What follows belongs to an exercise in optimizing a design on an open flow for small area; a production flow would make more cautious choices. No run shown here included a check of the RTL's function; only the layout flow was run. Power is estimated from default activity; no workload was simulated.

==> design/flow/design.v <==
package systolic_pkg;
    localparam int ACT_W    = 9;
    localparam int WEIGHT_W = 9;
    localparam int PSUM_W   = 20;
    localparam int SLOT_W   = 4;
    typedef logic signed [ACT_W-1:0] act_t;
    typedef logic signed [WEIGHT_W-1:0] weight_t;
    typedef logic signed [PSUM_W-1:0] psum_t;
    typedef logic [SLOT_W-1:0] slot_t;
    typedef struct packed {
        logic    en;
        slot_t   slot;
        weight_t value;
    } weight_wr_t;
endpackage
module row_mac (
    input  logic [8:0]  a0, a1, a2, a3,
    input  logic [8:0]  w0, w1, w2, w3,
    input  logic [19:0] p,
    output logic [5:0]  lo,
    output logic [19:6] cxn,
    output logic [18:6] cyn
);
    logic [19:0] pn;
    assign pn = ~p;
    logic t0, t1;
    fa u_t0 (.a(~(a0[0] & w0[0])), .b(~(a1[0] & w1[0])), .c(~(a2[0] & w2[0])), .s(t0), .co(t1));
    logic t2, t3;
    fa u_t2 (.a(~(a3[0] & w3[0])), .b(t0), .c(pn[0]), .s(t2), .co(t3));
    logic t4, t5;
    fa u_t4 (.a(~(a0[0] & w0[1])), .b(~(a0[1] & w0[0])), .c(~(a1[0] & w1[1])), .s(t4), .co(t5));
    logic t6, t7;
    fa u_t6 (.a(~(a1[1] & w1[0])), .b(~(a2[0] & w2[1])), .c(~(a2[1] & w2[0])), .s(t6), .co(t7));
    logic t8, t9;
    fa u_t8 (.a(~(a3[0] & w3[1])), .b(~(a3[1] & w3[0])), .c(t1), .s(t8), .co(t9));
    logic t10, t11;
    fa u_t10 (.a(t4), .b(t6), .c(pn[1]), .s(t10), .co(t11));
    logic t12, t13;
    fa u_t12 (.a(t8), .b(t3), .c(t10), .s(t12), .co(t13));
    logic t14, t15;
    fa u_t14 (.a(~(a0[0] & w0[2])), .b(~(a0[1] & w0[1])), .c(~(a0[2] & w0[0])), .s(t14), .co(t15));
    logic t16, t17;
    fa u_t16 (.a(~(a1[0] & w1[2])), .b(~(a1[1] & w1[1])), .c(~(a1[2] & w1[0])), .s(t16), .co(t17));
    logic t18, t19;
    fa u_t18 (.a(~(a2[0] & w2[2])), .b(~(a2[1] & w2[1])), .c(~(a2[2] & w2[0])), .s(t18), .co(t19));
    logic t20, t21;
    fa u_t20 (.a(~(a3[0] & w3[2])), .b(~(a3[1] & w3[1])), .c(~(a3[2] & w3[0])), .s(t20), .co(t21));
    logic t22, t23;
    fa u_t22 (.a(t5), .b(t7), .c(t14), .s(t22), .co(t23));
    logic t24, t25;
    fa u_t24 (.a(t16), .b(t18), .c(t20), .s(t24), .co(t25));
    logic t26, t27;
    fa u_t26 (.a(pn[2]), .b(t9), .c(t22), .s(t26), .co(t27));
    logic t28, t29;
    fa u_t28 (.a(t24), .b(t11), .c(t26), .s(t28), .co(t29));
    logic t30, t31;
    han u_t30 (.a(t13), .b(t28), .s(t30), .co(t31));
    logic t32, t33;
    fa u_t32 (.a(~(a0[0] & w0[3])), .b(~(a0[1] & w0[2])), .c(~(a0[2] & w0[1])), .s(t32), .co(t33));
    logic t34, t35;
    fa u_t34 (.a(~(a0[3] & w0[0])), .b(~(a1[0] & w1[3])), .c(~(a1[1] & w1[2])), .s(t34), .co(t35));
    logic t36, t37;
    fa u_t36 (.a(~(a1[2] & w1[1])), .b(~(a1[3] & w1[0])), .c(~(a2[0] & w2[3])), .s(t36), .co(t37));
    logic t38, t39;
    fa u_t38 (.a(~(a2[1] & w2[2])), .b(~(a2[2] & w2[1])), .c(~(a2[3] & w2[0])), .s(t38), .co(t39));
    logic t40, t41;
    fa u_t40 (.a(~(a3[0] & w3[3])), .b(~(a3[1] & w3[2])), .c(~(a3[2] & w3[1])), .s(t40), .co(t41));
    logic t42, t43;
    fa u_t42 (.a(~(a3[3] & w3[0])), .b(t15), .c(t17), .s(t42), .co(t43));
    logic t44, t45;
    fa u_t44 (.a(t19), .b(t21), .c(t32), .s(t44), .co(t45));
    logic t46, t47;
    fa u_t46 (.a(t34), .b(t36), .c(t38), .s(t46), .co(t47));
    logic t48, t49;
    fa u_t48 (.a(t40), .b(pn[3]), .c(t23), .s(t48), .co(t49));
    logic t50, t51;
    fa u_t50 (.a(t25), .b(t42), .c(t44), .s(t50), .co(t51));
    logic t52, t53;
    fa u_t52 (.a(t46), .b(t27), .c(t48), .s(t52), .co(t53));
    logic t54, t55;
    fa u_t54 (.a(t50), .b(t29), .c(t52), .s(t54), .co(t55));
    logic t56, t57;
    han u_t56 (.a(t31), .b(t54), .s(t56), .co(t57));
    logic t58, t59;
    fa u_t58 (.a(~(a0[0] & w0[4])), .b(~(a0[1] & w0[3])), .c(~(a0[2] & w0[2])), .s(t58), .co(t59));
    logic t60, t61;
    fa u_t60 (.a(~(a0[3] & w0[1])), .b(~(a0[4] & w0[0])), .c(~(a1[0] & w1[4])), .s(t60), .co(t61));
    logic t62, t63;
    fa u_t62 (.a(~(a1[1] & w1[3])), .b(~(a1[2] & w1[2])), .c(~(a1[3] & w1[1])), .s(t62), .co(t63));
    logic t64, t65;
    fa u_t64 (.a(~(a1[4] & w1[0])), .b(~(a2[0] & w2[4])), .c(~(a2[1] & w2[3])), .s(t64), .co(t65));
    logic t66, t67;
    fa u_t66 (.a(~(a2[2] & w2[2])), .b(~(a2[3] & w2[1])), .c(~(a2[4] & w2[0])), .s(t66), .co(t67));
    logic t68, t69;
    fa u_t68 (.a(~(a3[0] & w3[4])), .b(~(a3[1] & w3[3])), .c(~(a3[2] & w3[2])), .s(t68), .co(t69));
    logic t70, t71;
    fa u_t70 (.a(~(a3[3] & w3[1])), .b(~(a3[4] & w3[0])), .c(t33), .s(t70), .co(t71));
    logic t72, t73;
    fa u_t72 (.a(t35), .b(t37), .c(t39), .s(t72), .co(t73));
    logic t74, t75;
    fa u_t74 (.a(t41), .b(t58), .c(t60), .s(t74), .co(t75));
    logic t76, t77;
    fa u_t76 (.a(t62), .b(t64), .c(t66), .s(t76), .co(t77));
    logic t78, t79;
    fa u_t78 (.a(t68), .b(pn[4]), .c(t43), .s(t78), .co(t79));
    logic t80, t81;
    fa u_t80 (.a(t45), .b(t47), .c(t70), .s(t80), .co(t81));
    logic t82, t83;
    fa u_t82 (.a(t72), .b(t74), .c(t76), .s(t82), .co(t83));
    logic t84, t85;
    fa u_t84 (.a(t49), .b(t78), .c(t51), .s(t84), .co(t85));
    logic t86, t87;
    fa u_t86 (.a(t80), .b(t82), .c(t53), .s(t86), .co(t87));
    logic t88, t89;
    fa u_t88 (.a(t84), .b(t55), .c(t86), .s(t88), .co(t89));
    logic t90, t91;
    han u_t90 (.a(t57), .b(t88), .s(t90), .co(t91));
    logic t92, t93;
    fa u_t92 (.a(~(a0[0] & w0[5])), .b(~(a0[1] & w0[4])), .c(~(a0[2] & w0[3])), .s(t92), .co(t93));
    logic t94, t95;
    fa u_t94 (.a(~(a0[3] & w0[2])), .b(~(a0[4] & w0[1])), .c(~(a0[5] & w0[0])), .s(t94), .co(t95));
    logic t96, t97;
    fa u_t96 (.a(~(a1[0] & w1[5])), .b(~(a1[1] & w1[4])), .c(~(a1[2] & w1[3])), .s(t96), .co(t97));
    logic t98, t99;
    fa u_t98 (.a(~(a1[3] & w1[2])), .b(~(a1[4] & w1[1])), .c(~(a1[5] & w1[0])), .s(t98), .co(t99));
    logic t100, t101;
    fa u_t100 (.a(~(a2[0] & w2[5])), .b(~(a2[1] & w2[4])), .c(~(a2[2] & w2[3])), .s(t100), .co(t101));
    logic t102, t103;
    fa u_t102 (.a(~(a2[3] & w2[2])), .b(~(a2[4] & w2[1])), .c(~(a2[5] & w2[0])), .s(t102), .co(t103));
    logic t104, t105;
    fa u_t104 (.a(~(a3[0] & w3[5])), .b(~(a3[1] & w3[4])), .c(~(a3[2] & w3[3])), .s(t104), .co(t105));
    logic t106, t107;
    fa u_t106 (.a(~(a3[3] & w3[2])), .b(~(a3[4] & w3[1])), .c(~(a3[5] & w3[0])), .s(t106), .co(t107));
    logic t108, t109;
    fa u_t108 (.a(t59), .b(t61), .c(t63), .s(t108), .co(t109));
    logic t110, t111;
    fa u_t110 (.a(t65), .b(t67), .c(t69), .s(t110), .co(t111));
    logic t112, t113;
    fa u_t112 (.a(t92), .b(t94), .c(t96), .s(t112), .co(t113));
    logic t114, t115;
    fa u_t114 (.a(t98), .b(t100), .c(t102), .s(t114), .co(t115));
    logic t116, t117;
    fa u_t116 (.a(t104), .b(t106), .c(pn[5]), .s(t116), .co(t117));
    logic t118, t119;
    fa u_t118 (.a(t71), .b(t73), .c(t75), .s(t118), .co(t119));
    logic t120, t121;
    fa u_t120 (.a(t77), .b(t108), .c(t110), .s(t120), .co(t121));
    logic t122, t123;
    fa u_t122 (.a(t112), .b(t114), .c(t79), .s(t122), .co(t123));
    logic t124, t125;
    fa u_t124 (.a(t116), .b(t81), .c(t83), .s(t124), .co(t125));
    logic t126, t127;
    fa u_t126 (.a(t118), .b(t120), .c(t122), .s(t126), .co(t127));
    logic t128, t129;
    fa u_t128 (.a(t85), .b(t124), .c(t87), .s(t128), .co(t129));
    logic t130, t131;
    fa u_t130 (.a(t126), .b(t89), .c(t128), .s(t130), .co(t131));
    logic t132, t133;
    han u_t132 (.a(t91), .b(t130), .s(t132), .co(t133));
    logic t134, t135;
    fa u_t134 (.a(~(a0[0] & w0[6])), .b(~(a0[1] & w0[5])), .c(~(a0[2] & w0[4])), .s(t134), .co(t135));
    logic t136, t137;
    fa u_t136 (.a(~(a0[3] & w0[3])), .b(~(a0[4] & w0[2])), .c(~(a0[5] & w0[1])), .s(t136), .co(t137));
    logic t138, t139;
    fa u_t138 (.a(~(a0[6] & w0[0])), .b(~(a1[0] & w1[6])), .c(~(a1[1] & w1[5])), .s(t138), .co(t139));
    logic t140, t141;
    fa u_t140 (.a(~(a1[2] & w1[4])), .b(~(a1[3] & w1[3])), .c(~(a1[4] & w1[2])), .s(t140), .co(t141));
    logic t142, t143;
    fa u_t142 (.a(~(a1[5] & w1[1])), .b(~(a1[6] & w1[0])), .c(~(a2[0] & w2[6])), .s(t142), .co(t143));
    logic t144, t145;
    fa u_t144 (.a(~(a2[1] & w2[5])), .b(~(a2[2] & w2[4])), .c(~(a2[3] & w2[3])), .s(t144), .co(t145));
    logic t146, t147;
    fa u_t146 (.a(~(a2[4] & w2[2])), .b(~(a2[5] & w2[1])), .c(~(a2[6] & w2[0])), .s(t146), .co(t147));
    logic t148, t149;
    fa u_t148 (.a(~(a3[0] & w3[6])), .b(~(a3[1] & w3[5])), .c(~(a3[2] & w3[4])), .s(t148), .co(t149));
    logic t150, t151;
    fa u_t150 (.a(~(a3[3] & w3[3])), .b(~(a3[4] & w3[2])), .c(~(a3[5] & w3[1])), .s(t150), .co(t151));
    logic t152, t153;
    fa u_t152 (.a(~(a3[6] & w3[0])), .b(t93), .c(t95), .s(t152), .co(t153));
    logic t154, t155;
    fa u_t154 (.a(t97), .b(t99), .c(t101), .s(t154), .co(t155));
    logic t156, t157;
    fa u_t156 (.a(t103), .b(t105), .c(t107), .s(t156), .co(t157));
    logic t158, t159;
    fa u_t158 (.a(t134), .b(t136), .c(t138), .s(t158), .co(t159));
    logic t160, t161;
    fa u_t160 (.a(t140), .b(t142), .c(t144), .s(t160), .co(t161));
    logic t162, t163;
    fa u_t162 (.a(t146), .b(t148), .c(t150), .s(t162), .co(t163));
    logic t164, t165;
    fa u_t164 (.a(pn[6]), .b(t109), .c(t111), .s(t164), .co(t165));
    logic t166, t167;
    fa u_t166 (.a(t113), .b(t115), .c(t152), .s(t166), .co(t167));
    logic t168, t169;
    fa u_t168 (.a(t154), .b(t156), .c(t158), .s(t168), .co(t169));
    logic t170, t171;
    fa u_t170 (.a(t160), .b(t162), .c(t117), .s(t170), .co(t171));
    logic t172, t173;
    fa u_t172 (.a(t119), .b(t121), .c(t164), .s(t172), .co(t173));
    logic t174, t175;
    fa u_t174 (.a(t166), .b(t168), .c(t123), .s(t174), .co(t175));
    logic t176, t177;
    fa u_t176 (.a(t170), .b(t125), .c(t172), .s(t176), .co(t177));
    logic t178, t179;
    fa u_t178 (.a(t127), .b(t174), .c(t176), .s(t178), .co(t179));
    logic t180, t181;
    fa u_t180 (.a(t129), .b(t178), .c(t131), .s(t180), .co(t181));
    logic t182, t183;
    fa u_t182 (.a(~(a0[0] & w0[7])), .b(~(a0[1] & w0[6])), .c(~(a0[2] & w0[5])), .s(t182), .co(t183));
    logic t184, t185;
    fa u_t184 (.a(~(a0[3] & w0[4])), .b(~(a0[4] & w0[3])), .c(~(a0[5] & w0[2])), .s(t184), .co(t185));
    logic t186, t187;
    fa u_t186 (.a(~(a0[6] & w0[1])), .b(~(a0[7] & w0[0])), .c(~(a1[0] & w1[7])), .s(t186), .co(t187));
    logic t188, t189;
    fa u_t188 (.a(~(a1[1] & w1[6])), .b(~(a1[2] & w1[5])), .c(~(a1[3] & w1[4])), .s(t188), .co(t189));
    logic t190, t191;
    fa u_t190 (.a(~(a1[4] & w1[3])), .b(~(a1[5] & w1[2])), .c(~(a1[6] & w1[1])), .s(t190), .co(t191));
    logic t192, t193;
    fa u_t192 (.a(~(a1[7] & w1[0])), .b(~(a2[0] & w2[7])), .c(~(a2[1] & w2[6])), .s(t192), .co(t193));
    logic t194, t195;
    fa u_t194 (.a(~(a2[2] & w2[5])), .b(~(a2[3] & w2[4])), .c(~(a2[4] & w2[3])), .s(t194), .co(t195));
    logic t196, t197;
    fa u_t196 (.a(~(a2[5] & w2[2])), .b(~(a2[6] & w2[1])), .c(~(a2[7] & w2[0])), .s(t196), .co(t197));
    logic t198, t199;
    fa u_t198 (.a(~(a3[0] & w3[7])), .b(~(a3[1] & w3[6])), .c(~(a3[2] & w3[5])), .s(t198), .co(t199));
    logic t200, t201;
    fa u_t200 (.a(~(a3[3] & w3[4])), .b(~(a3[4] & w3[3])), .c(~(a3[5] & w3[2])), .s(t200), .co(t201));
    logic t202, t203;
    fa u_t202 (.a(~(a3[6] & w3[1])), .b(~(a3[7] & w3[0])), .c(t135), .s(t202), .co(t203));
    logic t204, t205;
    fa u_t204 (.a(t137), .b(t139), .c(t141), .s(t204), .co(t205));
    logic t206, t207;
    fa u_t206 (.a(t143), .b(t145), .c(t147), .s(t206), .co(t207));
    logic t208, t209;
    fa u_t208 (.a(t149), .b(t151), .c(t182), .s(t208), .co(t209));
    logic t210, t211;
    fa u_t210 (.a(t184), .b(t186), .c(t188), .s(t210), .co(t211));
    logic t212, t213;
    fa u_t212 (.a(t190), .b(t192), .c(t194), .s(t212), .co(t213));
    logic t214, t215;
    fa u_t214 (.a(t196), .b(t198), .c(t200), .s(t214), .co(t215));
    logic t216, t217;
    fa u_t216 (.a(pn[7]), .b(t153), .c(t155), .s(t216), .co(t217));
    logic t218, t219;
    fa u_t218 (.a(t157), .b(t159), .c(t161), .s(t218), .co(t219));
    logic t220, t221;
    fa u_t220 (.a(t163), .b(t202), .c(t204), .s(t220), .co(t221));
    logic t222, t223;
    fa u_t222 (.a(t206), .b(t208), .c(t210), .s(t222), .co(t223));
    logic t224, t225;
    fa u_t224 (.a(t212), .b(t214), .c(t165), .s(t224), .co(t225));
    logic t226, t227;
    fa u_t226 (.a(t167), .b(t216), .c(t169), .s(t226), .co(t227));
    logic t228, t229;
    fa u_t228 (.a(t218), .b(t220), .c(t222), .s(t228), .co(t229));
    logic t230, t231;
    fa u_t230 (.a(t171), .b(t173), .c(t224), .s(t230), .co(t231));
    logic t232, t233;
    fa u_t232 (.a(t226), .b(t228), .c(t175), .s(t232), .co(t233));
    logic t234, t235;
    fa u_t234 (.a(t177), .b(t230), .c(t232), .s(t234), .co(t235));
    logic t236, t237;
    han u_t236 (.a(t179), .b(t234), .s(t236), .co(t237));
    logic t238, t239;
    fa u_t238 (.a((a0[0] & w0[8])), .b(~(a0[1] & w0[7])), .c(~(a0[2] & w0[6])), .s(t238), .co(t239));
    logic t240, t241;
    fa u_t240 (.a(~(a0[3] & w0[5])), .b(~(a0[4] & w0[4])), .c(~(a0[5] & w0[3])), .s(t240), .co(t241));
    logic t242, t243;
    fa u_t242 (.a(~(a0[6] & w0[2])), .b(~(a0[7] & w0[1])), .c((a0[8] & w0[0])), .s(t242), .co(t243));
    logic t244, t245;
    fa u_t244 (.a((a1[0] & w1[8])), .b(~(a1[1] & w1[7])), .c(~(a1[2] & w1[6])), .s(t244), .co(t245));
    logic t246, t247;
    fa u_t246 (.a(~(a1[3] & w1[5])), .b(~(a1[4] & w1[4])), .c(~(a1[5] & w1[3])), .s(t246), .co(t247));
    logic t248, t249;
    fa u_t248 (.a(~(a1[6] & w1[2])), .b(~(a1[7] & w1[1])), .c((a1[8] & w1[0])), .s(t248), .co(t249));
    logic t250, t251;
    fa u_t250 (.a((a2[0] & w2[8])), .b(~(a2[1] & w2[7])), .c(~(a2[2] & w2[6])), .s(t250), .co(t251));
    logic t252, t253;
    fa u_t252 (.a(~(a2[3] & w2[5])), .b(~(a2[4] & w2[4])), .c(~(a2[5] & w2[3])), .s(t252), .co(t253));
    logic t254, t255;
    fa u_t254 (.a(~(a2[6] & w2[2])), .b(~(a2[7] & w2[1])), .c((a2[8] & w2[0])), .s(t254), .co(t255));
    logic t256, t257;
    fa u_t256 (.a((a3[0] & w3[8])), .b(~(a3[1] & w3[7])), .c(~(a3[2] & w3[6])), .s(t256), .co(t257));
    logic t258, t259;
    fa u_t258 (.a(~(a3[3] & w3[5])), .b(~(a3[4] & w3[4])), .c(~(a3[5] & w3[3])), .s(t258), .co(t259));
    logic t260, t261;
    fa u_t260 (.a(~(a3[6] & w3[2])), .b(~(a3[7] & w3[1])), .c((a3[8] & w3[0])), .s(t260), .co(t261));
    logic t262, t263;
    fa u_t262 (.a(t183), .b(t185), .c(t187), .s(t262), .co(t263));
    logic t264, t265;
    fa u_t264 (.a(t189), .b(t191), .c(t193), .s(t264), .co(t265));
    logic t266, t267;
    fa u_t266 (.a(t195), .b(t197), .c(t199), .s(t266), .co(t267));
    logic t268, t269;
    fa u_t268 (.a(t201), .b(t238), .c(t240), .s(t268), .co(t269));
    logic t270, t271;
    fa u_t270 (.a(t242), .b(t244), .c(t246), .s(t270), .co(t271));
    logic t272, t273;
    fa u_t272 (.a(t248), .b(t250), .c(t252), .s(t272), .co(t273));
    logic t274, t275;
    fa u_t274 (.a(t254), .b(t256), .c(t258), .s(t274), .co(t275));
    logic t276, t277;
    fa u_t276 (.a(t260), .b(pn[8]), .c(t203), .s(t276), .co(t277));
    logic t278, t279;
    fa u_t278 (.a(t205), .b(t207), .c(t209), .s(t278), .co(t279));
    logic t280, t281;
    fa u_t280 (.a(t211), .b(t213), .c(t215), .s(t280), .co(t281));
    logic t282, t283;
    fa u_t282 (.a(t262), .b(t264), .c(t266), .s(t282), .co(t283));
    logic t284, t285;
    fa u_t284 (.a(t268), .b(t270), .c(t272), .s(t284), .co(t285));
    logic t286, t287;
    fa u_t286 (.a(t274), .b(t217), .c(t219), .s(t286), .co(t287));
    logic t288, t289;
    fa u_t288 (.a(t221), .b(t276), .c(t223), .s(t288), .co(t289));
    logic t290, t291;
    fa u_t290 (.a(t278), .b(t280), .c(t282), .s(t290), .co(t291));
    logic t292, t293;
    fa u_t292 (.a(t284), .b(t225), .c(t227), .s(t292), .co(t293));
    logic t294, t295;
    fa u_t294 (.a(t286), .b(t229), .c(t288), .s(t294), .co(t295));
    logic t296, t297;
    fa u_t296 (.a(t290), .b(t231), .c(t292), .s(t296), .co(t297));
    logic t298, t299;
    fa u_t298 (.a(t294), .b(t233), .c(t296), .s(t298), .co(t299));
    logic t300, t301;
    han u_t300 (.a(t235), .b(t298), .s(t300), .co(t301));
    logic t302, t303;
    fa u_t302 (.a((a0[1] & w0[8])), .b(~(a0[2] & w0[7])), .c(~(a0[3] & w0[6])), .s(t302), .co(t303));
    logic t304, t305;
    fa u_t304 (.a(~(a0[4] & w0[5])), .b(~(a0[5] & w0[4])), .c(~(a0[6] & w0[3])), .s(t304), .co(t305));
    logic t306, t307;
    fa u_t306 (.a(~(a0[7] & w0[2])), .b((a0[8] & w0[1])), .c((a1[1] & w1[8])), .s(t306), .co(t307));
    logic t308, t309;
    fa u_t308 (.a(~(a1[2] & w1[7])), .b(~(a1[3] & w1[6])), .c(~(a1[4] & w1[5])), .s(t308), .co(t309));
    logic t310, t311;
    fa u_t310 (.a(~(a1[5] & w1[4])), .b(~(a1[6] & w1[3])), .c(~(a1[7] & w1[2])), .s(t310), .co(t311));
    logic t312, t313;
    fa u_t312 (.a((a1[8] & w1[1])), .b((a2[1] & w2[8])), .c(~(a2[2] & w2[7])), .s(t312), .co(t313));
    logic t314, t315;
    fa u_t314 (.a(~(a2[3] & w2[6])), .b(~(a2[4] & w2[5])), .c(~(a2[5] & w2[4])), .s(t314), .co(t315));
    logic t316, t317;
    fa u_t316 (.a(~(a2[6] & w2[3])), .b(~(a2[7] & w2[2])), .c((a2[8] & w2[1])), .s(t316), .co(t317));
    logic t318, t319;
    fa u_t318 (.a((a3[1] & w3[8])), .b(~(a3[2] & w3[7])), .c(~(a3[3] & w3[6])), .s(t318), .co(t319));
    logic t320, t321;
    fa u_t320 (.a(~(a3[4] & w3[5])), .b(~(a3[5] & w3[4])), .c(~(a3[6] & w3[3])), .s(t320), .co(t321));
    logic t322, t323;
    fa u_t322 (.a(~(a3[7] & w3[2])), .b((a3[8] & w3[1])), .c(t239), .s(t322), .co(t323));
    logic t324, t325;
    fa u_t324 (.a(t241), .b(t243), .c(t245), .s(t324), .co(t325));
    logic t326, t327;
    fa u_t326 (.a(t247), .b(t249), .c(t251), .s(t326), .co(t327));
    logic t328, t329;
    fa u_t328 (.a(t253), .b(t255), .c(t257), .s(t328), .co(t329));
    logic t330, t331;
    fa u_t330 (.a(t259), .b(t261), .c(t302), .s(t330), .co(t331));
    logic t332, t333;
    fa u_t332 (.a(t304), .b(t306), .c(t308), .s(t332), .co(t333));
    logic t334, t335;
    fa u_t334 (.a(t310), .b(t312), .c(t314), .s(t334), .co(t335));
    logic t336, t337;
    fa u_t336 (.a(t316), .b(t318), .c(t320), .s(t336), .co(t337));
    logic t338, t339;
    fa u_t338 (.a(pn[9]), .b(t263), .c(t265), .s(t338), .co(t339));
    logic t340, t341;
    fa u_t340 (.a(t267), .b(t269), .c(t271), .s(t340), .co(t341));
    logic t342, t343;
    fa u_t342 (.a(t273), .b(t275), .c(t322), .s(t342), .co(t343));
    logic t344, t345;
    fa u_t344 (.a(t324), .b(t326), .c(t328), .s(t344), .co(t345));
    logic t346, t347;
    fa u_t346 (.a(t330), .b(t332), .c(t334), .s(t346), .co(t347));
    logic t348, t349;
    fa u_t348 (.a(t336), .b(t277), .c(t279), .s(t348), .co(t349));
    logic t350, t351;
    fa u_t350 (.a(t281), .b(t283), .c(t338), .s(t350), .co(t351));
    logic t352, t353;
    fa u_t352 (.a(t285), .b(t340), .c(t342), .s(t352), .co(t353));
    logic t354, t355;
    fa u_t354 (.a(t344), .b(t346), .c(t287), .s(t354), .co(t355));
    logic t356, t357;
    fa u_t356 (.a(t289), .b(t291), .c(t348), .s(t356), .co(t357));
    logic t358, t359;
    fa u_t358 (.a(t350), .b(t352), .c(t293), .s(t358), .co(t359));
    logic t360, t361;
    fa u_t360 (.a(t354), .b(t295), .c(t356), .s(t360), .co(t361));
    logic t362, t363;
    fa u_t362 (.a(t297), .b(t358), .c(t360), .s(t362), .co(t363));
    logic t364, t365;
    han u_t364 (.a(t299), .b(t362), .s(t364), .co(t365));
    logic t366, t367;
    fa u_t366 (.a((a0[2] & w0[8])), .b(~(a0[3] & w0[7])), .c(~(a0[4] & w0[6])), .s(t366), .co(t367));
    logic t368, t369;
    fa u_t368 (.a(~(a0[5] & w0[5])), .b(~(a0[6] & w0[4])), .c(~(a0[7] & w0[3])), .s(t368), .co(t369));
    logic t370, t371;
    fa u_t370 (.a((a0[8] & w0[2])), .b((a1[2] & w1[8])), .c(~(a1[3] & w1[7])), .s(t370), .co(t371));
    logic t372, t373;
    fa u_t372 (.a(~(a1[4] & w1[6])), .b(~(a1[5] & w1[5])), .c(~(a1[6] & w1[4])), .s(t372), .co(t373));
    logic t374, t375;
    fa u_t374 (.a(~(a1[7] & w1[3])), .b((a1[8] & w1[2])), .c((a2[2] & w2[8])), .s(t374), .co(t375));
    logic t376, t377;
    fa u_t376 (.a(~(a2[3] & w2[7])), .b(~(a2[4] & w2[6])), .c(~(a2[5] & w2[5])), .s(t376), .co(t377));
    logic t378, t379;
    fa u_t378 (.a(~(a2[6] & w2[4])), .b(~(a2[7] & w2[3])), .c((a2[8] & w2[2])), .s(t378), .co(t379));
    logic t380, t381;
    fa u_t380 (.a((a3[2] & w3[8])), .b(~(a3[3] & w3[7])), .c(~(a3[4] & w3[6])), .s(t380), .co(t381));
    logic t382, t383;
    fa u_t382 (.a(~(a3[5] & w3[5])), .b(~(a3[6] & w3[4])), .c(~(a3[7] & w3[3])), .s(t382), .co(t383));
    logic t384, t385;
    fa u_t384 (.a((a3[8] & w3[2])), .b(t303), .c(t305), .s(t384), .co(t385));
    logic t386, t387;
    fa u_t386 (.a(t307), .b(t309), .c(t311), .s(t386), .co(t387));
    logic t388, t389;
    fa u_t388 (.a(t313), .b(t315), .c(t317), .s(t388), .co(t389));
    logic t390, t391;
    fa u_t390 (.a(t319), .b(t321), .c(t366), .s(t390), .co(t391));
    logic t392, t393;
    fa u_t392 (.a(t368), .b(t370), .c(t372), .s(t392), .co(t393));
    logic t394, t395;
    fa u_t394 (.a(t374), .b(t376), .c(t378), .s(t394), .co(t395));
    logic t396, t397;
    fa u_t396 (.a(t380), .b(t382), .c(pn[10]), .s(t396), .co(t397));
    logic t398, t399;
    fa u_t398 (.a(t323), .b(t325), .c(t327), .s(t398), .co(t399));
    logic t400, t401;
    fa u_t400 (.a(t329), .b(t331), .c(t333), .s(t400), .co(t401));
    logic t402, t403;
    fa u_t402 (.a(t335), .b(t337), .c(t384), .s(t402), .co(t403));
    logic t404, t405;
    fa u_t404 (.a(t386), .b(t388), .c(t390), .s(t404), .co(t405));
    logic t406, t407;
    fa u_t406 (.a(t392), .b(t394), .c(t339), .s(t406), .co(t407));
    logic t408, t409;
    fa u_t408 (.a(t396), .b(t341), .c(t343), .s(t408), .co(t409));
    logic t410, t411;
    fa u_t410 (.a(t345), .b(t398), .c(t347), .s(t410), .co(t411));
    logic t412, t413;
    fa u_t412 (.a(t400), .b(t402), .c(t404), .s(t412), .co(t413));
    logic t414, t415;
    fa u_t414 (.a(t349), .b(t351), .c(t406), .s(t414), .co(t415));
    logic t416, t417;
    fa u_t416 (.a(t353), .b(t408), .c(t410), .s(t416), .co(t417));
    logic t418, t419;
    fa u_t418 (.a(t412), .b(t355), .c(t357), .s(t418), .co(t419));
    logic t420, t421;
    fa u_t420 (.a(t414), .b(t416), .c(t359), .s(t420), .co(t421));
    logic t422, t423;
    fa u_t422 (.a(t361), .b(t418), .c(t420), .s(t422), .co(t423));
    logic t424, t425;
    han u_t424 (.a(t363), .b(t365), .s(t424), .co(t425));
    logic t426, t427;
    ha u_t426 (.a((a0[3] & w0[8])), .b(~(a0[4] & w0[7])), .s(t426), .co(t427));
    logic t428, t429;
    fa u_t428 (.a(~(a0[5] & w0[6])), .b(~(a0[6] & w0[5])), .c(~(a0[7] & w0[4])), .s(t428), .co(t429));
    logic t430, t431;
    fa u_t430 (.a((a0[8] & w0[3])), .b((a1[3] & w1[8])), .c(~(a1[4] & w1[7])), .s(t430), .co(t431));
    logic t432, t433;
    fa u_t432 (.a(~(a1[5] & w1[6])), .b(~(a1[6] & w1[5])), .c(~(a1[7] & w1[4])), .s(t432), .co(t433));
    logic t434, t435;
    fa u_t434 (.a((a1[8] & w1[3])), .b((a2[3] & w2[8])), .c(~(a2[4] & w2[7])), .s(t434), .co(t435));
    logic t436, t437;
    fa u_t436 (.a(~(a2[5] & w2[6])), .b(~(a2[6] & w2[5])), .c(~(a2[7] & w2[4])), .s(t436), .co(t437));
    logic t438, t439;
    fa u_t438 (.a((a2[8] & w2[3])), .b((a3[3] & w3[8])), .c(~(a3[4] & w3[7])), .s(t438), .co(t439));
    logic t440, t441;
    fa u_t440 (.a(~(a3[5] & w3[6])), .b(~(a3[6] & w3[5])), .c(~(a3[7] & w3[4])), .s(t440), .co(t441));
    logic t442, t443;
    fa u_t442 (.a((a3[8] & w3[3])), .b(t367), .c(t369), .s(t442), .co(t443));
    logic t444, t445;
    fa u_t444 (.a(t371), .b(t373), .c(t375), .s(t444), .co(t445));
    logic t446, t447;
    fa u_t446 (.a(t377), .b(t379), .c(t381), .s(t446), .co(t447));
    logic t448, t449;
    fa u_t448 (.a(t383), .b(t426), .c(t428), .s(t448), .co(t449));
    logic t450, t451;
    fa u_t450 (.a(t430), .b(t432), .c(t434), .s(t450), .co(t451));
    logic t452, t453;
    fa u_t452 (.a(t436), .b(t438), .c(t440), .s(t452), .co(t453));
    logic t454, t455;
    fa u_t454 (.a(pn[11]), .b(t385), .c(t387), .s(t454), .co(t455));
    logic t456, t457;
    fa u_t456 (.a(t389), .b(t391), .c(t393), .s(t456), .co(t457));
    logic t458, t459;
    fa u_t458 (.a(t395), .b(t442), .c(t444), .s(t458), .co(t459));
    logic t460, t461;
    fa u_t460 (.a(t446), .b(t448), .c(t450), .s(t460), .co(t461));
    logic t462, t463;
    fa u_t462 (.a(t452), .b(t397), .c(t399), .s(t462), .co(t463));
    logic t464, t465;
    fa u_t464 (.a(t401), .b(t403), .c(t454), .s(t464), .co(t465));
    logic t466, t467;
    fa u_t466 (.a(t405), .b(t456), .c(t458), .s(t466), .co(t467));
    logic t468, t469;
    fa u_t468 (.a(t460), .b(t407), .c(t409), .s(t468), .co(t469));
    logic t470, t471;
    fa u_t470 (.a(t462), .b(t411), .c(t464), .s(t470), .co(t471));
    logic t472, t473;
    fa u_t472 (.a(t413), .b(t466), .c(t415), .s(t472), .co(t473));
    logic t474, t475;
    fa u_t474 (.a(t468), .b(t417), .c(t470), .s(t474), .co(t475));
    logic t476, t477;
    fa u_t476 (.a(t419), .b(t472), .c(t474), .s(t476), .co(t477));
    logic t478, t479;
    fa u_t478 (.a(t421), .b(t476), .c(t423), .s(t478), .co(t479));
    logic t480, t481;
    fa u_t480 (.a((a0[4] & w0[8])), .b(~(a0[5] & w0[7])), .c(~(a0[6] & w0[6])), .s(t480), .co(t481));
    logic t482, t483;
    fa u_t482 (.a(~(a0[7] & w0[5])), .b((a0[8] & w0[4])), .c((a1[4] & w1[8])), .s(t482), .co(t483));
    logic t484, t485;
    fa u_t484 (.a(~(a1[5] & w1[7])), .b(~(a1[6] & w1[6])), .c(~(a1[7] & w1[5])), .s(t484), .co(t485));
    logic t486, t487;
    fa u_t486 (.a((a1[8] & w1[4])), .b((a2[4] & w2[8])), .c(~(a2[5] & w2[7])), .s(t486), .co(t487));
    logic t488, t489;
    fa u_t488 (.a(~(a2[6] & w2[6])), .b(~(a2[7] & w2[5])), .c((a2[8] & w2[4])), .s(t488), .co(t489));
    logic t490, t491;
    fa u_t490 (.a((a3[4] & w3[8])), .b(~(a3[5] & w3[7])), .c(~(a3[6] & w3[6])), .s(t490), .co(t491));
    logic t492, t493;
    fa u_t492 (.a(~(a3[7] & w3[5])), .b((a3[8] & w3[4])), .c(t427), .s(t492), .co(t493));
    logic t494, t495;
    fa u_t494 (.a(t429), .b(t431), .c(t433), .s(t494), .co(t495));
    logic t496, t497;
    fa u_t496 (.a(t435), .b(t437), .c(t439), .s(t496), .co(t497));
    logic t498, t499;
    fa u_t498 (.a(t441), .b(t480), .c(t482), .s(t498), .co(t499));
    logic t500, t501;
    fa u_t500 (.a(t484), .b(t486), .c(t488), .s(t500), .co(t501));
    logic t502, t503;
    fa u_t502 (.a(t490), .b(pn[12]), .c(t443), .s(t502), .co(t503));
    logic t504, t505;
    fa u_t504 (.a(t445), .b(t447), .c(t449), .s(t504), .co(t505));
    logic t506, t507;
    fa u_t506 (.a(t451), .b(t453), .c(t492), .s(t506), .co(t507));
    logic t508, t509;
    fa u_t508 (.a(t494), .b(t496), .c(t498), .s(t508), .co(t509));
    logic t510, t511;
    fa u_t510 (.a(t500), .b(t455), .c(t457), .s(t510), .co(t511));
    logic t512, t513;
    fa u_t512 (.a(t459), .b(t502), .c(t461), .s(t512), .co(t513));
    logic t514, t515;
    fa u_t514 (.a(t504), .b(t506), .c(t508), .s(t514), .co(t515));
    logic t516, t517;
    fa u_t516 (.a(t463), .b(t465), .c(t467), .s(t516), .co(t517));
    logic t518, t519;
    fa u_t518 (.a(t510), .b(t512), .c(t514), .s(t518), .co(t519));
    logic t520, t521;
    fa u_t520 (.a(t469), .b(t471), .c(t516), .s(t520), .co(t521));
    logic t522, t523;
    fa u_t522 (.a(t518), .b(t473), .c(t475), .s(t522), .co(t523));
    logic t524, t525;
    fa u_t524 (.a(t520), .b(t477), .c(t522), .s(t524), .co(t525));
    logic t526, t527;
    fa u_t526 (.a((a0[5] & w0[8])), .b(~(a0[6] & w0[7])), .c(~(a0[7] & w0[6])), .s(t526), .co(t527));
    logic t528, t529;
    fa u_t528 (.a((a0[8] & w0[5])), .b((a1[5] & w1[8])), .c(~(a1[6] & w1[7])), .s(t528), .co(t529));
    logic t530, t531;
    fa u_t530 (.a(~(a1[7] & w1[6])), .b((a1[8] & w1[5])), .c((a2[5] & w2[8])), .s(t530), .co(t531));
    logic t532, t533;
    fa u_t532 (.a(~(a2[6] & w2[7])), .b(~(a2[7] & w2[6])), .c((a2[8] & w2[5])), .s(t532), .co(t533));
    logic t534, t535;
    fa u_t534 (.a((a3[5] & w3[8])), .b(~(a3[6] & w3[7])), .c(~(a3[7] & w3[6])), .s(t534), .co(t535));
    logic t536, t537;
    fa u_t536 (.a((a3[8] & w3[5])), .b(t481), .c(t483), .s(t536), .co(t537));
    logic t538, t539;
    fa u_t538 (.a(t485), .b(t487), .c(t489), .s(t538), .co(t539));
    logic t540, t541;
    fa u_t540 (.a(t491), .b(t526), .c(t528), .s(t540), .co(t541));
    logic t542, t543;
    fa u_t542 (.a(t530), .b(t532), .c(t534), .s(t542), .co(t543));
    logic t544, t545;
    fa u_t544 (.a(pn[13]), .b(t493), .c(t495), .s(t544), .co(t545));
    logic t546, t547;
    fa u_t546 (.a(t497), .b(t499), .c(t501), .s(t546), .co(t547));
    logic t548, t549;
    fa u_t548 (.a(t536), .b(t538), .c(t540), .s(t548), .co(t549));
    logic t550, t551;
    fa u_t550 (.a(t542), .b(t503), .c(t505), .s(t550), .co(t551));
    logic t552, t553;
    fa u_t552 (.a(t507), .b(t544), .c(t509), .s(t552), .co(t553));
    logic t554, t555;
    fa u_t554 (.a(t546), .b(t548), .c(t511), .s(t554), .co(t555));
    logic t556, t557;
    fa u_t556 (.a(t513), .b(t550), .c(t515), .s(t556), .co(t557));
    logic t558, t559;
    fa u_t558 (.a(t552), .b(t517), .c(t554), .s(t558), .co(t559));
    logic t560, t561;
    fa u_t560 (.a(t519), .b(t556), .c(t521), .s(t560), .co(t561));
    logic t562, t563;
    fa u_t562 (.a(t558), .b(t523), .c(t560), .s(t562), .co(t563));
    logic t564, t565;
    fa u_t564 (.a((a0[6] & w0[8])), .b(~(a0[7] & w0[7])), .c((a0[8] & w0[6])), .s(t564), .co(t565));
    logic t566, t567;
    fa u_t566 (.a((a1[6] & w1[8])), .b(~(a1[7] & w1[7])), .c((a1[8] & w1[6])), .s(t566), .co(t567));
    logic t568, t569;
    fa u_t568 (.a((a2[6] & w2[8])), .b(~(a2[7] & w2[7])), .c((a2[8] & w2[6])), .s(t568), .co(t569));
    logic t570, t571;
    fa u_t570 (.a((a3[6] & w3[8])), .b(~(a3[7] & w3[7])), .c((a3[8] & w3[6])), .s(t570), .co(t571));
    logic t572, t573;
    fa u_t572 (.a(t527), .b(t529), .c(t531), .s(t572), .co(t573));
    logic t574, t575;
    fa u_t574 (.a(t533), .b(t535), .c(t564), .s(t574), .co(t575));
    logic t576, t577;
    fa u_t576 (.a(t566), .b(t568), .c(t570), .s(t576), .co(t577));
    logic t578, t579;
    fa u_t578 (.a(pn[14]), .b(t537), .c(t539), .s(t578), .co(t579));
    logic t580, t581;
    fa u_t580 (.a(t541), .b(t543), .c(t572), .s(t580), .co(t581));
    logic t582, t583;
    fa u_t582 (.a(t574), .b(t576), .c(t545), .s(t582), .co(t583));
    logic t584, t585;
    fa u_t584 (.a(t547), .b(t578), .c(t549), .s(t584), .co(t585));
    logic t586, t587;
    fa u_t586 (.a(t580), .b(t551), .c(t582), .s(t586), .co(t587));
    logic t588, t589;
    fa u_t588 (.a(t553), .b(t584), .c(t555), .s(t588), .co(t589));
    logic t590, t591;
    fa u_t590 (.a(t586), .b(t557), .c(t559), .s(t590), .co(t591));
    logic t592, t593;
    fa u_t592 (.a(t588), .b(t561), .c(t590), .s(t592), .co(t593));
    logic t594, t595;
    fa u_t594 (.a((a0[7] & w0[8])), .b((a0[8] & w0[7])), .c((a1[7] & w1[8])), .s(t594), .co(t595));
    logic t596, t597;
    fa u_t596 (.a((a1[8] & w1[7])), .b((a2[7] & w2[8])), .c((a2[8] & w2[7])), .s(t596), .co(t597));
    logic t598, t599;
    fa u_t598 (.a((a3[7] & w3[8])), .b((a3[8] & w3[7])), .c(t565), .s(t598), .co(t599));
    logic t600, t601;
    fa u_t600 (.a(t567), .b(t569), .c(t571), .s(t600), .co(t601));
    logic t602, t603;
    fa u_t602 (.a(t594), .b(t596), .c(pn[15]), .s(t602), .co(t603));
    logic t604, t605;
    fa u_t604 (.a(t573), .b(t575), .c(t577), .s(t604), .co(t605));
    logic t606, t607;
    fa u_t606 (.a(t598), .b(t600), .c(t579), .s(t606), .co(t607));
    logic t608, t609;
    fa u_t608 (.a(t602), .b(t581), .c(t604), .s(t608), .co(t609));
    logic t610, t611;
    fa u_t610 (.a(t583), .b(t606), .c(t585), .s(t610), .co(t611));
    logic t612, t613;
    fa u_t612 (.a(t608), .b(t587), .c(t610), .s(t612), .co(t613));
    logic t614, t615;
    fa u_t614 (.a(t589), .b(t612), .c(t591), .s(t614), .co(t615));
    logic t616, t617;
    fa u_t616 (.a(~(a0[8] & w0[8])), .b(~(a1[8] & w1[8])), .c(~(a2[8] & w2[8])), .s(t616), .co(t617));
    logic t618, t619;
    fa u_t618 (.a(~(a3[8] & w3[8])), .b(t595), .c(t597), .s(t618), .co(t619));
    logic t620, t621;
    fa u_t620 (.a(t616), .b(pn[16]), .c(t599), .s(t620), .co(t621));
    logic t622, t623;
    fa u_t622 (.a(t601), .b(t618), .c(t603), .s(t622), .co(t623));
    logic t624, t625;
    fa u_t624 (.a(t605), .b(t620), .c(t607), .s(t624), .co(t625));
    logic t626, t627;
    fa u_t626 (.a(t622), .b(t609), .c(t624), .s(t626), .co(t627));
    logic t628, t629;
    fa u_t628 (.a(t611), .b(t626), .c(t613), .s(t628), .co(t629));
    logic t630, t631;
    fa u_t630 (.a(t617), .b(pn[17]), .c(t619), .s(t630), .co(t631));
    logic t632, t633;
    fa u_t632 (.a(t621), .b(t630), .c(t623), .s(t632), .co(t633));
    logic t634, t635;
    fa u_t634 (.a(t625), .b(t632), .c(t627), .s(t634), .co(t635));
    logic t636, t637;
    fa u_t636 (.a(pn[18]), .b(t631), .c(t633), .s(t636), .co(t637));
    assign lo[0] = ~t2;
    assign lo[1] = ~t12;
    assign lo[2] = ~t30;
    assign lo[3] = ~t56;
    assign lo[4] = ~t90;
    assign lo[5] = ~t132;
    assign cxn[6] = t133;
    assign cyn[6] = t180;
    assign cxn[7] = t236;
    assign cyn[7] = t181;
    assign cxn[8] = t237;
    assign cyn[8] = t300;
    assign cxn[9] = t301;
    assign cyn[9] = t364;
    assign cxn[10] = t422;
    assign cyn[10] = t424;
    assign cxn[11] = t425;
    assign cyn[11] = t478;
    assign cxn[12] = t524;
    assign cyn[12] = t479;
    assign cxn[13] = t525;
    assign cyn[13] = t562;
    assign cxn[14] = t563;
    assign cyn[14] = t592;
    assign cxn[15] = t593;
    assign cyn[15] = t614;
    assign cxn[16] = t628;
    assign cyn[16] = t615;
    assign cxn[17] = t634;
    assign cyn[17] = t629;
    assign cxn[18] = t636;
    assign cyn[18] = t635;
    assign cxn[19] = (1'b0 ^ pn[19] ^ t637);
endmodule
module fa (
    input  logic a, b, c,
    output logic s, co
);
    assign s  = a ^ b ^ c;
    assign co = (a & b) | (a & c) | (b & c);
endmodule
module ha (
    input  logic a, b,
    output logic s, co
);
    assign s  = a ^ b;
    assign co = a & b;
endmodule
module han (
    input  logic a, b,
    output logic s, co
);
    xnor_g u_s  (.a(a), .b(b), .y(s));
    or_g   u_co (.a(a), .b(b), .y(co));
endmodule
module xnor_g (
    input  logic a, b,
    output logic y
);
    assign y = ~(a ^ b);
endmodule
module or_g (
    input  logic a, b,
    output logic y
);
    assign y = a | b;
endmodule
module out_add (
    input  logic [19:6] xn,
    input  logic [18:6] yn,
    output logic [19:6] s
);
    logic [18:6] g, p;
    logic [19:6] c;
    out_pg    u_pg  (.x (xn[18:6]), .y (yn), .g (g), .p (p));
    out_carry u_cy  (.g (g), .p (p), .c (c));
    out_sum   u_sum (.x (xn), .p (p), .c (c), .s (s));
endmodule
module out_pg (
    input  logic [18:6] x, y,
    output logic [18:6] g, p
);
    assign g = x & y;
    assign p = x ^ y;
endmodule
module out_carry (
    input  logic [18:6] g, p,
    output logic [19:6] c
);
    assign c[6] = 1'b1;
    for (genvar i = 6; i < 19; i++) begin : g_c
        if (1 && (i - 6) % 2 == 1) begin : g_skip
            assign c[i+1] = g[i] | (p[i] & g[i-1]) | (p[i] & p[i-1] & c[i-1]);
        end else begin : g_one
            assign c[i+1] = g[i] | (p[i] & c[i]);
        end
    end
endmodule
module out_sum (
    input  logic [19:6] x,
    input  logic [18:6] p,
    input  logic [19:6] c,
    output logic [19:6] s
);
    assign s[18:6] = ~(p ^ c[18:6]);
    assign s[19] = x[19] ^ c[19];
endmodule
module systolic_array
(
    input  logic                      clk_in,
    input  logic                      rst_in,
    input  logic                      load_weight_in,
    input  systolic_pkg::weight_t     weight_in,
    input  systolic_pkg::act_t  [3:0] act_col_in,
    input  systolic_pkg::psum_t [3:0] psum_row_in,
    output systolic_pkg::psum_t [3:0] psum_row_out,
    output systolic_pkg::act_t  [3:0] act_col_out
);
    localparam int SPLIT = 6;
    logic [3:0] slot_cnt;
    always_ff @(posedge clk_in or negedge rst_in) begin
        if (!rst_in)              slot_cnt <= '0;
        else if (!load_weight_in) slot_cnt <= '0;
        else                      slot_cnt <= slot_cnt + 4'd1;
    end
    logic                  wen1, wen2, wen3;
    logic [3:0]            wslot1;      
    logic [1:0]            wrow2, wrow3;
    logic                  wcol2;       
    systolic_pkg::weight_t wval1, wval2, wval3;
    always_ff @(posedge clk_in or negedge rst_in) begin
        if (!rst_in) begin
            wen1 <= 1'b0;
            wen2 <= 1'b0;
            wen3 <= 1'b0;
        end else begin
            wen1 <= load_weight_in & (slot_cnt[1:0] != 2'd3);
            wen2 <= wen1 & (wslot1[1:0] != 2'd2);
            wen3 <= wen2 & ~wcol2;
        end
    end
    always_ff @(posedge clk_in) begin
        wslot1 <= slot_cnt;
        wrow2  <= wslot1[3:2];
        wcol2  <= wslot1[0];
        wrow3  <= wrow2;
        wval1  <= weight_in;
        wval2  <= wval1;
        wval3  <= wval2;
    end
    systolic_pkg::weight_t wbank [4][4];
    for (genvar r = 0; r < 4; r++) begin : g_wr
        localparam logic [1:0] ROW = r;
        always_ff @(posedge clk_in or negedge rst_in) begin
            if (!rst_in) begin
                for (int c = 0; c < 4; c++) wbank[r][c] <= '0;
            end else begin
                if (load_weight_in && slot_cnt == {ROW, 2'd3}) wbank[r][3] <= weight_in;
                if (wen1 && wslot1 == {ROW, 2'd2})             wbank[r][2] <= wval1;
                if (wen2 && wcol2 && wrow2 == ROW)         wbank[r][1] <= wval2;
                if (wen3 && wrow3 == ROW)                  wbank[r][0] <= wval3;
            end
        end
    end
    systolic_pkg::act_t act_d [7][4];
    for (genvar c = 0; c < 4; c++) begin : g_act
        localparam int DEPTH = (c == 0) ? 7 : (c == 1) ? 6 : 5;
        always_ff @(posedge clk_in or negedge rst_in) begin
            if (!rst_in) begin
                for (int d = 0; d < DEPTH; d++) act_d[d][c] <= '0;
            end else begin
                act_d[0][c] <= act_col_in[c];
                for (int d = 1; d < DEPTH; d++) act_d[d][c] <= act_d[d-1][c];
            end
        end
        assign act_col_out[c] = act_d[4][c];
    end
    for (genvar r = 0; r < 4; r++) begin : g_row
        logic [SPLIT-1:0]  lo, lo_q;
        logic [19:SPLIT]   cxn, cxn_q;
        logic [18:SPLIT]   cyn, cyn_q;
        row_mac u_mac (
            .a0 (act_d[3+r][0]), .a1 (act_d[2+r][1]), .a2 (act_d[1+r][2]), .a3 (act_d[r][3]),
            .w0 (wbank[r][0]),   .w1 (wbank[r][1]),   .w2 (wbank[r][2]),   .w3 (wbank[r][3]),
            .p  (psum_row_in[r]),
            .lo (lo), .cxn (cxn), .cyn (cyn)
        );
        always_ff @(posedge clk_in or negedge rst_in) begin
            if (!rst_in) begin
                lo_q  <= '0;
                cxn_q <= '1;
                cyn_q <= '1;
            end else begin
                lo_q  <= lo;
                cxn_q <= cxn;
                cyn_q <= cyn;
            end
        end
        out_add u_add (.xn (cxn_q), .yn (cyn_q), .s (psum_row_out[r][19:SPLIT]));
        assign psum_row_out[r][SPLIT-1:0] = lo_q;
    end
endmodule
==> design/flow/flow/run.sh <==
#!/bin/bash
# Layout flow: the standard ORFS flow (standard.sh, standard synthesis
# unchanged) with two layout-only changes:
#  - the port buffers that placement inserts use the smallest buffer cell
#    (every input and output port still gets its own buffer);
#  - clock tree synthesis inserts no dummy loads.
# make's full output goes to standard.log in the work folder; ORFS keeps each
# tool's own log under orfs/logs/.
set -euo pipefail
bash standard.sh \
    "BUFFER_PORTS_ARGS=-buffer_cell sky130_fd_sc_hd__buf_1" \
    "CTS_ARGS=-sink_clustering_enable -repair_clock_nets -dont_use_dummy_load" \
    finish > standard.log 2>&1
==> design/flow/standard.sh <==
#!/bin/bash
# synth_recipe.tcl (not shown) runs the flow's synth.tcl, then flattens the netlist and writes it again
# the make line also repeats each setting of config.mk as NAME=value (left out here)
make -C /OpenROAD-flow-scripts/flow DESIGN_CONFIG=/design/flow/config.mk WORK_HOME=/design/flow/orfs CLKGATE_MAP_FILE= SYNTH_SCRIPT=/design/flow/synth_recipe.tcl "${@:-finish}"
==> design/flow/config.mk <==
export PLATFORM = sky130hd
export DESIGN_NAME = systolic_array
export DESIGN_NICKNAME = systolic_array
export VERILOG_FILES = /design/flow/design.v
export SDC_FILE = /design/flow/constraint.sdc
export NUM_CORES = 4
export LEC_CHECK = 0
export CAP_MARGIN = 0
export CORE_MARGIN = 2
export CORE_UTILIZATION = 60
export SLEW_MARGIN = 0
export SYNTH_HIERARCHICAL = 1
==> design/flow/constraint.sdc <==
create_clock -name core_clock -period 5.4 [get_ports {clk_in}]
set_input_delay 1.0800 -clock core_clock [delete_from_list [all_inputs] [get_ports {clk_in}]]
set_output_delay 1.0800 -clock core_clock [all_outputs]
set_load 0.01 [all_outputs]
==> results of run 1 <==
[worst max path at each step]
| stage | from | end |
|---|---|---|
| after detailed placement | act_d[16][0]$_DFF_PN0_ | g_row[1].cyn_q[11]$_DFF_PN1_ |
| final | act_d[16][0]$_DFF_PN0_ | g_row[1].cyn_q[11]$_DFF_PN1_ |
| after CTS | act_d[16][0]$_DFF_PN0_ | g_row[1].cyn_q[11]$_DFF_PN1_ |
| after global placement | act_d[16][0]$_DFF_PN0_ | g_row[1].cyn_q[11]$_DFF_PN1_ |
| after floorplan | act_d[16][0]$_DFF_PN0_ | g_row[1].cyn_q[11]$_DFF_PN1_ |
| after global routing | act_d[16][0]$_DFF_PN0_ | g_row[1].cyn_q[11]$_DFF_PN1_ |
[synth_stat cells (36+ instances only)]
cell type	instances	share of area
nand2_1	1050	0.076
dfrtp_1	382	0.18
dfxtp_1	36	0.014
inv_1	108	0.0078
dfstp_2	108	0.054
ha_1	57	0.014
buf_4	111	0.016
buf_6	257	0.056
fa_1	1240	0.48
mux2_2	135	0.029
xnor2_1	89	0.015
and2_1	259	0.031
[power breakdown]
part | internal (W) | switching, W
sequential | 0.00582 | 0.000940
clock | 0.00183 | 0.00154
combinational | 0.0130 | 0.0136
total | 0.0207 | 0.0161
[final cells by class]
cell class	count	area [um2]
Antenna cell	2	5.005
Clock buffer	57	1426
Fill cell	7024	33230
Inverter	108	405.4
Multi-Input combinational cell	3015	34880
Sequential cell	526	13120
Tap cell	1155	1445
Timing Repair Buffer	379	1974
[modules after synthesis (local to each module, per instance), a selection]
module / flops+latches / cells inside / copies in the design / area [um2]
row_mac: 0 / 440 / 4 / 2395
fa: 0 / 1 / 1240 / 20.02
or_g: 0 / 1 / 32 / 6.256
xnor_g: 0 / 1 / 32 / 8.758
out_sum: 0 / 14 / 4 / 122.6
systolic_array: 526 / 708 / 1 / 15110
[placed cells by master (no fill, tap or decap), types with 9 or more instances in the layout]
cell	count
ha_1	57
dfstp_2	108
clkbuf_16	57
nand3_1	10
mux2_4	9
fa_1	1240
dfrtp_1	382
or2_1	32
or2_2	12
xnor2_1	89
a21o_1	24
buf_1	242
dfxtp_1	36
buf_4	133
inv_1	108
nand2_1	1050
and2_1	259
mux2_2	135
[per-stage QoR]
| step | total power (W) | area, um2 | util | setup slack [ns] | instances |
|---|---|---|---|---|---|
| floorplan | 0.03676 | 52140 | - | 0.7184 | 4020 |
| global placement | 0.03353 | 51820 | 0.5992 | 0.3772 | 5183 |
| detailed placement | 0.03425 | 51820 | 0.5992 | 0.3266 | 5183 |
| CTS | 0.03769 | 53250 | 0.6157 | 0.2867 | 5240 |
| global route | 0.04142 | 53250 | 0.6157 | 0.1467 | 5240 |
| finish | 0.03682 | 53250 | 0.6158 | 0.2892 | 5242 |
[flip-flops by register name (all words and copies together), names as in the netlist]
name         cells
wval2            9
wrow3            2
wen1             1
g_row.cyn_q     52
wen3             1
wslot1           4
slot_cnt         4
wbank          144
wrow2            2
wcol2            1
act_d          207
g_row.cxn_q     56
wval1            9
wen2             1
wval3            9
g_row.lo_q      24
[logic make-up after synthesis]
family                     after synthesis  share of synthesized area
AOI/OAI and AO/OA                       80                    0.01267
xor gates and xnor gates                94                    0.01579
adders and majority gates             1297                     0.4898
buffers and inverters                  479                    0.07955
DFF                                    526                     0.2516
muxes                                  144                    0.03175
other                                    4                  0.0002879
and+or+nand+nor                       1396                     0.1186
[metal layers]
layer / track usage / share of wire / up-vias
met2: 0.5650 / 0.49 / 1619
met5: 0 / 0.00022 / -
met3: 0.06492 / 0.085 / 376
met4: 0.1262 / 0.045 / 6
li1: - / - / 12135
met1: 0.4778 / 0.38 / 16519
==> reports/metrics.yaml, run 1 <==
status: "complete, no violations"
leakage_nw: 18.27
path_delay_family: "adder cells"
worstSetupPathType: "flop to flop"
tns_ns: 0
min_delay_path_depth: 0
regToRegStartpoint: "act_d[16][0]$_DFF_PN0_"
grt_overflow: 0
period_share: 0.9464
final-hold-violation-count: 0
p_per_area_mw_per_mm2: 691.4
drt-total-wl_um: 146700
grt_pass1_wl_um: 223500
clock_latency_ns: 0.67
tightest_slew_ns: 0.9325
cts_tree: "done"
vias_per_cell: 5.848
gp_congestion: 0.9700
cts_resized: 0
coreArea_mm2: 0.08648
wl_per_cell_um: 27.98
grt_max_degree: 110
cp-start-kind: "flop"
ys_seq_area_frac: 0.2516
cts.clk_slew.worst_paths_ns: 0.06
fin_skew_ns: 0.03935
port_buffers: 243
clk_path_buf_depth: 3
drive_gt1_frac: 0.1170
cts_buffers: 57
drt_iter0_markers: 2711
syn_area_mm2: 0.05214
rrSetupSlack_ns: 0.29
syn_nets: 5445
fp.dieW_um: 298.8
slowest_stage: "dfrtp_1"
r2r_end: "g_row[1].cyn_q[11]$_DFF_PN1_"
cap_violations: 0
postCtsSetupRepairBufs: 0
cpPeakStageDelay_ns: 0.69
period_needed_ns: 5.111
ys.warnings.count: 11
end_kind: "flop"
crit_required_ns: 5.97
crit_cells: 10
start_util: 0.6029
rows: 108
path_cells: "nand2_1 > fa_1 > fa_1 > fa_1 > fa_1 > fa_1 > fa_1 > fa_1 > fa_1 > fa_1"
antenna_found_initial: 19
ys.flop_type: "dfrtp_1"
areaGrowthSynthToFinish_pct: 2.136
synthCells: 4020
fmax_ghz: 0.1957
die_h_um: 298.8
via_count: 30655
ir_worst_vdd_mv: 1.929
synth_edf_count: 0
ff2ff_path_depth: 10
first_global_vias: 34508
cts_sinks: 526
cts_htree_levels: 2
relSlewSlack: 0.3783
crit_fanout: 11
synthArstFlopShare: 0.9316
min_to: "act_d[5][4]$_DFF_PN0_"
drv_slew: 0
cts_root_buf: "clkbuf_16"
drc: 0
dp_hpwl_um: 120600
worstPathArrival_ns: 5.68
hold_slack_ns: 0.3366
cpMostUsedCell: "fa_1"
ys_ff_latch: 526
setup_violations: 0
grt_usage: 0.3482
ant_nets: 0
rsz0062_at_grt: "false"
hp-start: "act_d[1][4]$_DFF_PN0_"
cts_hold_repair.buffers: 0
worst-path-buf-inv: 0
dieArea_mm2: 0.08928
hold_path.class: "flop to flop"
nets: 5512
first_pass_iters: 8
synth_cell_types: 45
avgSynthCellArea_um2: 12.97
io_pins: 244
==> run 2, diff against run 1 <==
==> design/flow/run.sh (new file) <==
#!/bin/bash
# synth_recipe.tcl (not shown) runs the flow's synth.tcl, then flattens the netlist and writes it again
# the make line also repeats each setting of config.mk as NAME=value (left out here)
make -C /OpenROAD-flow-scripts/flow DESIGN_CONFIG=/design/flow/config.mk WORK_HOME=/design/flow/orfs CLKGATE_MAP_FILE= SYNTH_SCRIPT=/design/flow/synth_recipe.tcl finish
removed: design/flow/flow/run.sh
removed: design/flow/standard.sh
==> reports/metrics.yaml, run 2 <==
ys.flop_type: "dfrtp_1"
cts_resized: 0
nets: 5498
ys.warnings.count: 11
ant_nets: 0
reg_top3: "act_d (207), wbank (144), g_row.cxn_q (56)"
rows: 108
synth_top_cell_area_share: 0.4761
largest_register_ffs: 207
cts_root_buf: "clkbuf_16"
final-hold-violation-count: 0
drive_gt1_frac: 0.1225
start_util: 0.6029
grt_max_degree: 128
cap_violations: 0
ys_top_cells_by_count: "1240 x fa_1, 1050 x nand2_1, 382 x dfrtp_1, 259 x and2_1, 257 x buf_6"
first_pass_iters: 7
die_h_um: 298.8
grt_pass1_wl_um: 234700
worstPathArrival_ns: 5.87
p_switching_w: 0.01682
ys_seq_area_frac: 0.2516
synth_edf_count: 0
drc: 0
period_needed_ns: 5.284
cts_hold_repair.buffers: 0
coreArea_mm2: 0.08648
crit_required_ns: 5.99
pwr-share-comb: 0.714
total_power_w: 0.03935
rsz0062_at_grt: "false"
yosys.area.top_type: "fa_1"
fmax_ghz: 0.1892
synth_cell_types: 45
nFillCells: 6571
ys_ff_latch: 526
cts_sinks: 526
grt_overflow: 0
clock_latency_ns: 0.66
synth_most_common_cell: "fa_1"
p_int_w: 0.02253
areaGrowthSynthToFinish_pct: 6.102
leakage_nw: 19.16
drt_iter0_markers: 3215
postCtsSetupRepairBufs: 0
switching_share: 0.4274
cts.clk_slew.worst_paths_ns: 0.07
port_buffers: 243
top_register: "act_d"
grt_busiest_layer: "met2"
dieArea_mm2: 0.08928
end_kind: "flop"
antenna_found_initial: 19
seqPwrFrac: 0.174
gp_congestion: 0.9946
grtUsageMet2: 0.5805
avgSynthCellArea_um2: 12.97
synthCells: 4020
synthArstFlopShare: 0.9316
pwr-share-clk: 0.112
vias_per_cell: 5.974
clk_path_buf_depth: 3
tightest_slew_ns: 0.9093
final_cell_mix: "1240 x fa_1, 1050 x nand2_1, 382 x dfrtp_1"
cts_tree: "done"
first_global_vias: 36110
fin_skew_ns: 0.02290
setup_violations: 0
status: "complete, no violations"
io_pins: 244
fp.dieW_um: 298.8
met3_usage: 0.07481
cp-start-kind: "flop"
wl_per_cell_um: 29.47
cts_htree_levels: 2
dp_hpwl_um: 125200
grt_usage: 0.3666
syn_nets: 5445
drv_slew: 0
period_share: 0.9785
drt-total-wl_um: 155600
p_per_area_mw_per_mm2: 711.3
crit_fanout: 11
via_count: 31547
syn_area_mm2: 0.05214
cts_buffers: 59
final_common_cell: "fa_1"
ir_worst_vdd_mv: 1.956
relSlewSlack: 0.3938
grt_util_met1: 0.4976
worstSetupPathType: "flop to flop"
tns_ns: 0
synthTopCellsByArea: "fa_1 48%, dfrtp_1 18%, nand2_1 7.6%"
hold_path.class: "flop to flop"
[run 2: metal layers]
layer	vias to the layer above	routed length [um]	part of all wire
met5	-	32	0.00021
li1	12168	-	-
met1	16960	58540	0.38
met4	6	8408	0.054
met3	446	14740	0.095
met2	1967	73900	0.47
[run 2: cell families after synthesis]
family / synth area share
multiplexers: 0.03175
adder cells (fa/ha/maj): 0.4898
XOR/XNOR: 0.01579
AO/OA/AOI/OAI: 0.01267
other: 0.0002879
buffers and inverters: 0.07955
AND/OR/NAND/NOR: 0.1186
flip-flops: 0.2516
[run 2: power by group through the flow]
| stage | sequential [W] | combinational (W) | clock, W |
|---|---|---|---|
| after detailed placement | 0.00685 | 0.0287 | 0 |
| after global routing | 0.00686 | 0.0323 | 0.00466 |
| final | 0.00684 | 0.0281 | 0.00441 |
| after global placement | 0.00684 | 0.0278 | 0 |
| after floorplan | 0.00626 | 0.0305 | 0 |
| after CTS | 0.00678 | 0.0289 | 0.00450 |
[run 2: stage by stage]
stage	util	instances	area (um2)	hold slack, ns	worst slack [ns]
6_report	0.6397	5281	55320	0.3444	0.1159
5_1_grt	0.6396	5278	55320	0.3550	0.009786
4_1_cts	0.6396	5278	55320	0.3457	0.1409
3_5_place_dp	0.6152	5167	53210	0.3347	0.1578
3_3_place_gp	0.6152	5167	53210	0.3322	0.1385
2_1_floorplan	-	4020	52140	0.3312	0.7184
[run 2: critical path, cell delays in order, from the launching register on]
cell	delay, ns
dfrtp_1	0.88
nand2_1	0.18
fa_1	0.56
fa_1	0.45
fa_1	0.48
fa_1	0.51
fa_1	0.44
fa_1	0.39
fa_1	0.45
fa_1	0.39
fa_1	0.49
[run 2: final cells by class]
| type | instances | area [um2] | share of cell area |
|---|---|---|---|
| Antenna cell | 3 | 7.507 | 0.0001357 |
| Inverter | 108 | 405.4 | 0.007328 |
| Clock inverter | 35 | 475.5 | 0.008594 |
| Tap cell | 1155 | 1445 | 0.02612 |
| Sequential cell | 526 | 13120 | 0.2371 |
| Clock buffer | 76 | 1633 | 0.02951 |
| Timing Repair Buffer | 363 | 3363 | 0.06079 |
| Multi-Input combinational cell | 3015 | 34880 | 0.6304 |
[run 2: path summary, 6_finish.rpt]
check	slack [ns]	endpoint	cells past startpoint	startpoint
max	0.12	g_row[1].cyn_q[11]$_DFF_PN1_	10	act_d[16][4]$_DFF_PN0_
min	0.34	act_d[4][4]$_DFF_PN0_	0	act_d[0][4]$_DFF_PN0_
max reg2reg	0.12	g_row[1].cyn_q[11]$_DFF_PN1_	10	act_d[16][4]$_DFF_PN0_
min reg2reg	0.34	act_d[4][4]$_DFF_PN0_	0	act_d[0][4]$_DFF_PN0_
max in group asynchronous	3.58	act_d[3][8]$_DFF_PN0_	2	rst_in
min in group asynchronous	0.49	act_d[19][8]$_DFF_PN0_	1	rst_in
[run 2: per-module statistics from Yosys, one instance, submodules excluded, excerpt]
module	flops+latches	cell area (um2)
fa	0	20.02
or_g	0	6.256
out_pg	0	162.7
row_mac	0	2395
systolic_array	526	15110
ha	0	12.51
xnor_g	0	8.758
out_sum	0	122.6
out_carry	0	239.0

## what the ideal ports hide
No port has a modelled driver above. Below, the same layouts with a new extraction and two added sets of constraints.
Step 1 assumes that a clkbuf_16 drives the clock port and a buf_2 every other input.
Step 2 moves the port delays by t, midway between the first and last clock arrival at a register: inputs arrive t later, outputs are due t later. That takes back most of the time a late clock gives input paths.
Slacks: ideal ports / drivers / drivers and shift; pairs: ideal ports / drivers.
run	t, ns	setup WS [ns]	worst setup path after step 2	worst slew at a driven data input, ns
run 1	0.722	0.289 / 0.289 / 0.289	register to register	0.09
run 2	0.718	0.116 / 0.116 / 0.116	register to register	0.09
After both steps setup and hold are still met in every run listed.
